Background: an optimization exercise with open tools, aiming at small area. Do not read the settings as production practice.
Where RTL was checked, it was by simulation tests only, not by an equivalence proof against the original.
Power and IR drop assume default switching activity.

==> inputs of v29 <==
## dns_name_label_encoder
module dns_name_label_encoder (
  input  logic        clk,
  input  logic        rst_n,
  input  logic        in_valid,
  output logic        in_ready,
  input  logic        in_mode,
  input  logic [7:0]  in_char_code,
  output logic        out_valid,
  input  logic        out_ready,
  output logic [7:0]  out_byte,
  output logic        out_last_of_run,
  output logic [15:0] out_encoded_length,
  output logic        out_label_overflow
);
  logic       wr_en;
  logic [7:0] rd_data;
  dnsle_label_ram #(
    .DEPTH (dnsle_pkg::RING_DEPTH),
    .WIDTH (dnsle_pkg::BYTE_W)
  ) u_ram (
    .clk     (clk),
    .wr_en   (wr_en),
    .wr_data (in_char_code),
    .rd_data (rd_data)
  );
  dnsle_ctrl u_ctrl (
    .clk                (clk),
    .rst_n              (rst_n),
    .in_valid           (in_valid),
    .in_ready           (in_ready),
    .in_mode            (in_mode),
    .in_char_code       (in_char_code),
    .wr_en              (wr_en),
    .rd_data            (rd_data),
    .out_valid          (out_valid),
    .out_ready          (out_ready),
    .out_byte           (out_byte),
    .out_last_of_run    (out_last_of_run),
    .out_encoded_length (out_encoded_length),
    .out_label_overflow (out_label_overflow)
  );
endmodule
==> module dnsle_ctrl, before the edit <==
module dnsle_ctrl (
  input  logic        clk,
  input  logic        rst_n,
  input  logic        in_valid,
  output logic        in_ready,
  input  logic        in_mode,
  input  logic [7:0]  in_char_code,
  output logic        wr_en,
  input  logic [7:0]  rd_data,
  output logic        out_valid,
  input  logic        out_ready,
  output logic [7:0]  out_byte,
  output logic        out_last_of_run,
  output logic [15:0] out_encoded_length,
  output logic        out_label_overflow
);
  localparam int CNT_W = dnsle_pkg::CNT_W;
  localparam int LEN_W = dnsle_pkg::LEN_W;
  typedef enum logic [1:0] {
    ST_IDLE  = 2'd0,
    ST_DATA  = 2'd1,
    ST_TERM  = 2'd2,
    ST_TSHOW = 2'd3
  } state_t;
  state_t           state_r, state_nxt;
  logic [CNT_W-1:0] off_r, off_nxt;
  logic [CNT_W-1:0] count_r, count_nxt;
  logic             dot_r, dot_nxt;
  logic             ovf_r, ovf_nxt;
  logic             term_r, term_nxt;
  logic [LEN_W-1:0] enc_r, enc_nxt;
  logic             valid_r;
  logic [7:0]       byte_r;
  logic             can_push;
  logic             push;
  logic [7:0]       push_byte;
  logic             count_word;
  logic             hold_off;
  logic             flush_done;
  logic             is_dot;
  logic             writes;
  logic             at_slot;
  logic             empty;
  assign can_push = !valid_r || out_ready;
  assign is_dot   = (in_char_code == dnsle_pkg::DOT_CHAR);
  assign empty    = (count_r == '0);
  assign writes   = !in_mode && !is_dot &&
                    (dot_r || count_r != CNT_W'(dnsle_pkg::MAX_LABEL));
  assign at_slot  = (off_r == count_r);
  always_comb begin
    state_nxt  = state_r;
    count_nxt  = count_r;
    dot_nxt    = dot_r;
    ovf_nxt    = ovf_r;
    term_nxt   = term_r;
    enc_nxt    = enc_r;
    in_ready   = 1'b0;
    wr_en      = 1'b0;
    push       = 1'b0;
    push_byte  = count_r[7:0];
    count_word = 1'b0;
    hold_off   = 1'b0;
    flush_done = 1'b0;
    case (state_r)
      ST_IDLE: begin
        in_ready = can_push && (!writes || at_slot);
        if (in_valid && in_ready) begin
          if (in_mode || dot_r) begin
            term_nxt   = in_mode;
            dot_nxt    = !in_mode && is_dot;
            wr_en      = writes;
            push       = !(in_mode && empty);
            count_word = !(in_mode && empty);
            if (in_mode && empty) state_nxt = ST_TERM;
            else if (empty)       flush_done = 1'b1;
            else                  state_nxt = ST_DATA;
          end else if (is_dot) begin
            dot_nxt = 1'b1;
          end else if (writes) begin
            wr_en     = 1'b1;
            count_nxt = count_r + CNT_W'(1);
          end else begin
            ovf_nxt = 1'b1;
          end
        end
      end
      ST_DATA: begin
        if (can_push && off_r == CNT_W'(1)) begin
          push       = 1'b1;
          push_byte  = rd_data;
          count_word = 1'b1;
          hold_off   = 1'b1;
          count_nxt  = count_r - CNT_W'(1);
          if (count_r == CNT_W'(1)) flush_done = 1'b1;
        end
      end
      ST_TERM: begin
        if (can_push) begin
          push      = 1'b1;
          push_byte = 8'd0;
          state_nxt = ST_TSHOW;
        end
      end
      default: begin
        if (out_ready) begin
          enc_nxt   = LEN_W'(1);
          ovf_nxt   = 1'b0;
          state_nxt = ST_IDLE;
        end
      end
    endcase
    if (flush_done) begin
      if (term_nxt) begin
        state_nxt = ST_TERM;
      end else begin
        count_nxt = dot_nxt ? CNT_W'(0) : CNT_W'(1);
        state_nxt = ST_IDLE;
      end
    end
    if (count_word && enc_r != '1) enc_nxt = enc_r + LEN_W'(1);
  end
  always_comb begin
    if (hold_off)                                   off_nxt = off_r;
    else if (off_r == CNT_W'(dnsle_pkg::MAX_LABEL)) off_nxt = '0;
    else                                            off_nxt = off_r + CNT_W'(1);
  end
  always_ff @(posedge clk) begin
    if (!rst_n) begin
      state_r <= ST_IDLE;
      off_r   <= '0;
      count_r <= '0;
      dot_r   <= 1'b0;
      ovf_r   <= 1'b0;
      term_r  <= 1'b0;
      enc_r   <= LEN_W'(1);
      valid_r <= 1'b0;
    end else begin
      state_r <= state_nxt;
      off_r   <= off_nxt;
      count_r <= count_nxt;
      dot_r   <= dot_nxt;
      ovf_r   <= ovf_nxt;
      term_r  <= term_nxt;
      enc_r   <= enc_nxt;
      if (push)           valid_r <= 1'b1;
      else if (out_ready) valid_r <= 1'b0;
    end
  end
  always_ff @(posedge clk) begin
    if (push) byte_r <= push_byte;
  end
  assign out_valid          = valid_r;
  assign out_byte           = byte_r;
  assign out_last_of_run    = (state_r == ST_IDLE) || (state_r == ST_TSHOW);
  assign out_encoded_length = (state_r == ST_TSHOW) ? enc_r : '0;
  assign out_label_overflow = ovf_r;
endmodule
export LEC_CHECK = 0
export CAP_MARGIN = 20
export CORE_MARGIN = 2
export CORE_UTILIZATION = 60
export CTS_BUF_LIST = sky130_fd_sc_hd__clkbuf_8
export CTS_CLUSTER_DIAMETER = 60
export CTS_CLUSTER_SIZE = 20
export SLEW_MARGIN = 20
create_clock -name core_clock -period 5.5 [get_ports {clk}]
run.sh (not shown) runs the stock make flow with config.mk's settings and CLKGATE_MAP_FILE= SYNTH_SCRIPT=/design/flow/synth_recipe.tcl, a recipe that flattens the netlist after the stock synthesis.
==> v38: changes against v29 <==
==> flow/flow/run.sh (new file) <==
#!/bin/bash
# Layout flow: the standard ORFS layout (standard.sh), with these changes
# passed to ORFS through its own variables:
#  - synthesis maps logic with an area-oriented ABC script (abc_area.script
#    here) in place of ORFS's speed script; the synthesis script is
#    otherwise the standard flow's synth_recipe.tcl unchanged, so registers and names are
#    those of the standard synthesis;
#  - clock tree synthesis without dummy loads, with clkbuf_8 buffers and sink
#    clusters of at most 20 flip-flops (CTS_ARGS);
#  - port buffers of the smallest buffer cell (BUFFER_PORTS_ARGS).
# Each tool's full output is kept in the ORFS logs under orfs/logs, and the
# make output in flow_make.log here.
set -euo pipefail
here=$(pwd)
{
  printf 'proc abc {args} {\n'
  printf '  set i [lsearch $args -script]\n'
  printf '  if {$i >= 0} { lset args [expr {$i + 1}] %s/flow/abc_area.script }\n' "$here"
  printf '  yosys abc {*}$args\n'
  printf '}\n'
  cat synth_recipe.tcl
} > own_synth.tcl
sed -E "s#SYNTH_SCRIPT=[^ ]+#SYNTH_SCRIPT=$here/own_synth.tcl#" standard.sh > own_standard.sh
grep -q "SYNTH_SCRIPT=$here/own_synth.tcl" own_standard.sh
export CTS_ARGS="-sink_clustering_enable -repair_clock_nets -dont_use_dummy_load -sink_clustering_size 20 -sink_clustering_max_diameter 60 -buf_list sky130_fd_sc_hd__clkbuf_8"
export BUFFER_PORTS_ARGS="-buffer_cell sky130_fd_sc_hd__buf_1"
bash own_standard.sh > flow_make.log 2>&1
==> flow/flow/abc_area.script (new file) <==
&get -n
&st
&dch
&nf -R 1000
&st
&syn2
&if -g -K 6
&synch2
&nf -R 1000
&put
==> flow/standard.sh (new file) <==
#!/bin/bash
# synth_recipe.tcl (not shown) runs the flow's synth.tcl, then flattens the netlist and writes it again
# the make line also repeats each setting of config.mk as NAME=value (left out here)
make -C /OpenROAD-flow-scripts/flow DESIGN_CONFIG=/design/flow/config.mk WORK_HOME=/design/flow/orfs CLKGATE_MAP_FILE= SYNTH_SCRIPT=/design/flow/synth_recipe.tcl "${@:-finish}"
removed: flow/run.sh
==> v34: changes against v29 <==
--- a/flow/design.v
+++ b/flow/design.v
@@ -40,11 +40,12 @@
 );
   localparam int CNT_W = dnsle_pkg::CNT_W;
   localparam int LEN_W = dnsle_pkg::LEN_W;
-  typedef enum logic [1:0] {
-    ST_IDLE  = 2'd0,
-    ST_DATA  = 2'd1,
-    ST_TERM  = 2'd2,
-    ST_TSHOW = 2'd3
+  typedef enum logic [2:0] {
+    ST_IDLE  = 3'd0,
+    ST_LEN   = 3'd1,
+    ST_DATA  = 3'd2,
+    ST_TERM  = 3'd3,
+    ST_TSHOW = 3'd4
   } state_t;
   state_t           state_r, state_nxt;
   logic [CNT_W-1:0] off_r, off_nxt;
@@ -55,19 +56,19 @@
   logic [LEN_W-1:0] enc_r, enc_nxt;
   logic             valid_r;
   logic [7:0]       byte_r;
+  logic             last_r;
   logic             can_push;
   logic             push;
   logic [7:0]       push_byte;
+  logic             push_last;
   logic             count_word;
   logic             hold_off;
   logic             flush_done;
   logic             is_dot;
   logic             writes;
   logic             at_slot;
-  logic             empty;
   assign can_push = !valid_r || out_ready;
   assign is_dot   = (in_char_code == dnsle_pkg::DOT_CHAR);
-  assign empty    = (count_r == '0);
   assign writes   = !in_mode && !is_dot &&
                     (dot_r || count_r != CNT_W'(dnsle_pkg::MAX_LABEL));
   assign at_slot  = (off_r == count_r);
@@ -81,7 +82,8 @@
     in_ready   = 1'b0;
     wr_en      = 1'b0;
     push       = 1'b0;
-    push_byte  = count_r[7:0];
+    push_byte  = count_r[7:0] ;
+    push_last  = 1'b0;
     count_word = 1'b0;
     hold_off   = 1'b0;
     flush_done = 1'b0;
@@ -89,15 +91,15 @@
       ST_IDLE: begin
         in_ready = can_push && (!writes || at_slot);
         if (in_valid && in_ready) begin
-          if (in_mode || dot_r) begin
-            term_nxt   = in_mode;
-            dot_nxt    = !in_mode && is_dot;
-            wr_en      = writes;
-            push       = !(in_mode && empty);
-            count_word = !(in_mode && empty);
-            if (in_mode && empty) state_nxt = ST_TERM;
-            else if (empty)       flush_done = 1'b1;
-            else                  state_nxt = ST_DATA;
+          if (in_mode) begin
+            term_nxt  = 1'b1;
+            dot_nxt   = 1'b0;
+            state_nxt = (count_r != '0) ? ST_LEN : ST_TERM;
+          end else if (dot_r) begin
+            term_nxt  = 1'b0;
+            dot_nxt   = is_dot;
+            wr_en     = !is_dot;
+            state_nxt = ST_LEN;
           end else if (is_dot) begin
             dot_nxt = 1'b1;
           end else if (writes) begin
@@ -108,10 +110,21 @@
           end
         end
       end
+      ST_LEN: begin
+        if (can_push) begin
+          push       = 1'b1;
+          push_byte  = 8'(count_r);
+          push_last  = (count_r == '0);
+          count_word = 1'b1;
+          if (count_r == '0) flush_done = 1'b1;
+          else               state_nxt  = ST_DATA;
+        end
+      end
       ST_DATA: begin
         if (can_push && off_r == CNT_W'(1)) begin
           push       = 1'b1;
           push_byte  = rd_data;
+          push_last  = (count_r == CNT_W'(1)) && !term_r;
           count_word = 1'b1;
           hold_off   = 1'b1;
           count_nxt  = count_r - CNT_W'(1);
@@ -122,31 +135,33 @@
         if (can_push) begin
           push      = 1'b1;
           push_byte = 8'd0;
+          push_last = 1'b1;
           state_nxt = ST_TSHOW;
         end
       end
-      default: begin
+      ST_TSHOW: begin
         if (out_ready) begin
           enc_nxt   = LEN_W'(1);
           ovf_nxt   = 1'b0;
           state_nxt = ST_IDLE;
         end
       end
+      default: state_nxt = ST_IDLE;
     endcase
     if (flush_done) begin
-      if (term_nxt) begin
+      if (term_r) begin
         state_nxt = ST_TERM;
       end else begin
-        count_nxt = dot_nxt ? CNT_W'(0) : CNT_W'(1);
+        count_nxt = dot_r ? CNT_W'(0) : CNT_W'(1);
         state_nxt = ST_IDLE;
       end
     end
     if (count_word && enc_r != '1) enc_nxt = enc_r + LEN_W'(1);
   end
   always_comb begin
-    if (hold_off)                                   off_nxt = off_r;
+    if (hold_off)                          off_nxt = off_r;
     else if (off_r == CNT_W'(dnsle_pkg::MAX_LABEL)) off_nxt = '0;
-    else                                            off_nxt = off_r + CNT_W'(1);
+    else                                   off_nxt = off_r + CNT_W'(1);
   end
   always_ff @(posedge clk) begin
     if (!rst_n) begin
@@ -171,11 +186,14 @@
     end
   end
   always_ff @(posedge clk) begin
-    if (push) byte_r <= push_byte;
+    if (push) begin
+      byte_r <= push_byte;
+      last_r <= push_last;
+    end
   end
   assign out_valid          = valid_r;
   assign out_byte           = byte_r;
-  assign out_last_of_run    = (state_r == ST_IDLE) || (state_r == ST_TSHOW);
+  assign out_last_of_run    = last_r;
   assign out_encoded_length = (state_r == ST_TSHOW) ? enc_r : '0;
   assign out_label_overflow = ovf_r;
 endmodule
Settings changed: CTS_BUF_LIST sky130_fd_sc_hd__clkbuf_8 to sky130_fd_sc_hd__clkbuf_4, CTS_CLUSTER_DIAMETER 60 to not set, CTS_CLUSTER_SIZE 20 to 30.
==> v33: changes against v29 <==
--- a/flow/design.v
+++ b/flow/design.v
@@ -40,11 +40,12 @@
 );
   localparam int CNT_W = dnsle_pkg::CNT_W;
   localparam int LEN_W = dnsle_pkg::LEN_W;
-  typedef enum logic [1:0] {
-    ST_IDLE  = 2'd0,
-    ST_DATA  = 2'd1,
-    ST_TERM  = 2'd2,
-    ST_TSHOW = 2'd3
+  typedef enum logic [2:0] {
+    ST_IDLE  = 3'd0,
+    ST_LEN   = 3'd1,
+    ST_DATA  = 3'd2,
+    ST_TERM  = 3'd3,
+    ST_TSHOW = 3'd4
   } state_t;
   state_t           state_r, state_nxt;
   logic [CNT_W-1:0] off_r, off_nxt;
@@ -55,19 +56,19 @@
   logic [LEN_W-1:0] enc_r, enc_nxt;
   logic             valid_r;
   logic [7:0]       byte_r;
+  logic             last_r;
   logic             can_push;
   logic             push;
   logic [7:0]       push_byte;
+  logic             push_last;
   logic             count_word;
   logic             hold_off;
   logic             flush_done;
   logic             is_dot;
   logic             writes;
   logic             at_slot;
-  logic             empty;
   assign can_push = !valid_r || out_ready;
   assign is_dot   = (in_char_code == dnsle_pkg::DOT_CHAR);
-  assign empty    = (count_r == '0);
   assign writes   = !in_mode && !is_dot &&
                     (dot_r || count_r != CNT_W'(dnsle_pkg::MAX_LABEL));
   assign at_slot  = (off_r == count_r);
@@ -81,7 +82,8 @@
     in_ready   = 1'b0;
     wr_en      = 1'b0;
     push       = 1'b0;
-    push_byte  = count_r[7:0];
+    push_byte  = count_r[7:0] ;
+    push_last  = 1'b0;
     count_word = 1'b0;
     hold_off   = 1'b0;
     flush_done = 1'b0;
@@ -89,15 +91,15 @@
       ST_IDLE: begin
         in_ready = can_push && (!writes || at_slot);
         if (in_valid && in_ready) begin
-          if (in_mode || dot_r) begin
-            term_nxt   = in_mode;
-            dot_nxt    = !in_mode && is_dot;
-            wr_en      = writes;
-            push       = !(in_mode && empty);
-            count_word = !(in_mode && empty);
-            if (in_mode && empty) state_nxt = ST_TERM;
-            else if (empty)       flush_done = 1'b1;
-            else                  state_nxt = ST_DATA;
+          if (in_mode) begin
+            term_nxt  = 1'b1;
+            dot_nxt   = 1'b0;
+            state_nxt = (count_r != '0) ? ST_LEN : ST_TERM;
+          end else if (dot_r) begin
+            term_nxt  = 1'b0;
+            dot_nxt   = is_dot;
+            wr_en     = !is_dot;
+            state_nxt = ST_LEN;
           end else if (is_dot) begin
             dot_nxt = 1'b1;
           end else if (writes) begin
@@ -108,10 +110,21 @@
           end
         end
       end
+      ST_LEN: begin
+        if (can_push) begin
+          push       = 1'b1;
+          push_byte  = 8'(count_r);
+          push_last  = (count_r == '0);
+          count_word = 1'b1;
+          if (count_r == '0) flush_done = 1'b1;
+          else               state_nxt  = ST_DATA;
+        end
+      end
       ST_DATA: begin
         if (can_push && off_r == CNT_W'(1)) begin
           push       = 1'b1;
           push_byte  = rd_data;
+          push_last  = (count_r == CNT_W'(1)) && !term_r;
           count_word = 1'b1;
           hold_off   = 1'b1;
           count_nxt  = count_r - CNT_W'(1);
@@ -122,31 +135,33 @@
         if (can_push) begin
           push      = 1'b1;
           push_byte = 8'd0;
+          push_last = 1'b1;
           state_nxt = ST_TSHOW;
         end
       end
-      default: begin
+      ST_TSHOW: begin
         if (out_ready) begin
           enc_nxt   = LEN_W'(1);
           ovf_nxt   = 1'b0;
           state_nxt = ST_IDLE;
         end
       end
+      default: state_nxt = ST_IDLE;
     endcase
     if (flush_done) begin
-      if (term_nxt) begin
+      if (term_r) begin
         state_nxt = ST_TERM;
       end else begin
-        count_nxt = dot_nxt ? CNT_W'(0) : CNT_W'(1);
+        count_nxt = dot_r ? CNT_W'(0) : CNT_W'(1);
         state_nxt = ST_IDLE;
       end
     end
     if (count_word && enc_r != '1) enc_nxt = enc_r + LEN_W'(1);
   end
   always_comb begin
-    if (hold_off)                                   off_nxt = off_r;
+    if (hold_off)                          off_nxt = off_r;
     else if (off_r == CNT_W'(dnsle_pkg::MAX_LABEL)) off_nxt = '0;
-    else                                            off_nxt = off_r + CNT_W'(1);
+    else                                   off_nxt = off_r + CNT_W'(1);
   end
   always_ff @(posedge clk) begin
     if (!rst_n) begin
@@ -171,11 +186,14 @@
     end
   end
   always_ff @(posedge clk) begin
-    if (push) byte_r <= push_byte;
+    if (push) begin
+      byte_r <= push_byte;
+      last_r <= push_last;
+    end
   end
   assign out_valid          = valid_r;
   assign out_byte           = byte_r;
-  assign out_last_of_run    = (state_r == ST_IDLE) || (state_r == ST_TSHOW);
+  assign out_last_of_run    = last_r;
   assign out_encoded_length = (state_r == ST_TSHOW) ? enc_r : '0;
   assign out_label_overflow = ovf_r;
 endmodule
Settings changed: CORE_UTILIZATION 60 to 40, CTS_BUF_LIST sky130_fd_sc_hd__clkbuf_8 to not set, CTS_CLUSTER_DIAMETER 60 to not set, CTS_CLUSTER_SIZE 20 to not set.
==> notes.md <==
===================================================================
Result of the run                                      finished clean
Comb power                                                   533 uW
Number of buffers created by CTS                                 34
Critical path data arrival time                             3.06 ns
Fraction of the yosys area taken by sequential cells          0.867
Multi-input gates                                               267
Core outline area                                       20900 sq um
Pre-CTS setup slack                                        0.973 ns
===================================================================
the above is filed under v38

==> notes.md <==
===================================================================
Pre-CTS setup slack                                        0.752 ns
Fraction of the yosys area taken by sequential cells          0.856
Critical path data arrival time                             3.64 ns
Multi-input gates                                               267
Result of the run                                      finished clean
Comb power                                                   484 uW
===================================================================
the above is filed under v33

==> notes.md <==
===================================================================
Number of buffers created by CTS                                 35
Result of the run                                      finished clean
Comb power                                                   566 uW
TritonCTS clock tree                                            yes
Multi-input gates                                               279
Core outline area                                       21200 sq um
P_int                                                       5300 uW
Fraction of the yosys area taken by sequential cells          0.845
Reg2reg end                                            u_ctrl.byte_r[1]
===================================================================
the above is filed under v29

==> notes.md <==
===================================================================
Pre-CTS setup slack                                         1.12 ns
Fraction of the yosys area taken by sequential cells          0.856
Comb power                                                   485 uW
Number of buffers created by CTS                                118
Critical path data arrival time                             3.30 ns
Result of the run                                      finished clean
===================================================================
the above is filed under v34

Function not checked in v29 and v38: the RTL went through the layout flow alone.

-- separate check: timing with driven ports --
No port has a modelled driver above. Below, the same layouts with a new extraction and two added sets of constraints.
Step 1: set_driving_cell puts a clkbuf_16 on clk and a buf_2 on each other input, an assumption about the parent block.
Step 2 also shifts input and output timing later by t, the mid clock arrival at the registers, as if the neighbouring blocks saw the same clock.
Slacks: ideal / step 1 / step 2; pairs: ideal / step 1.
run | t (ns) | setup WS [ns] | latest minus earliest clock arrival (ns)
v29 | 0.586 | 0.987 / 0.966 / 0.966 | 0.035 / 0.036
v38 | 0.561 | 1.335 / 1.312 / 0.830 | 0.055 / 0.054
v34 | 0.755 | 1.095 / 1.067 / 1.067 | 0.049 / 0.050
v33 | 0.597 | 0.764 / 0.735 / 0.735 | 0.013 / 0.013
After both steps every run listed still meets setup and hold. The setup slack of v38, which loses most, moves by -0.023 ns with the drivers and by -0.505 ns with both steps.
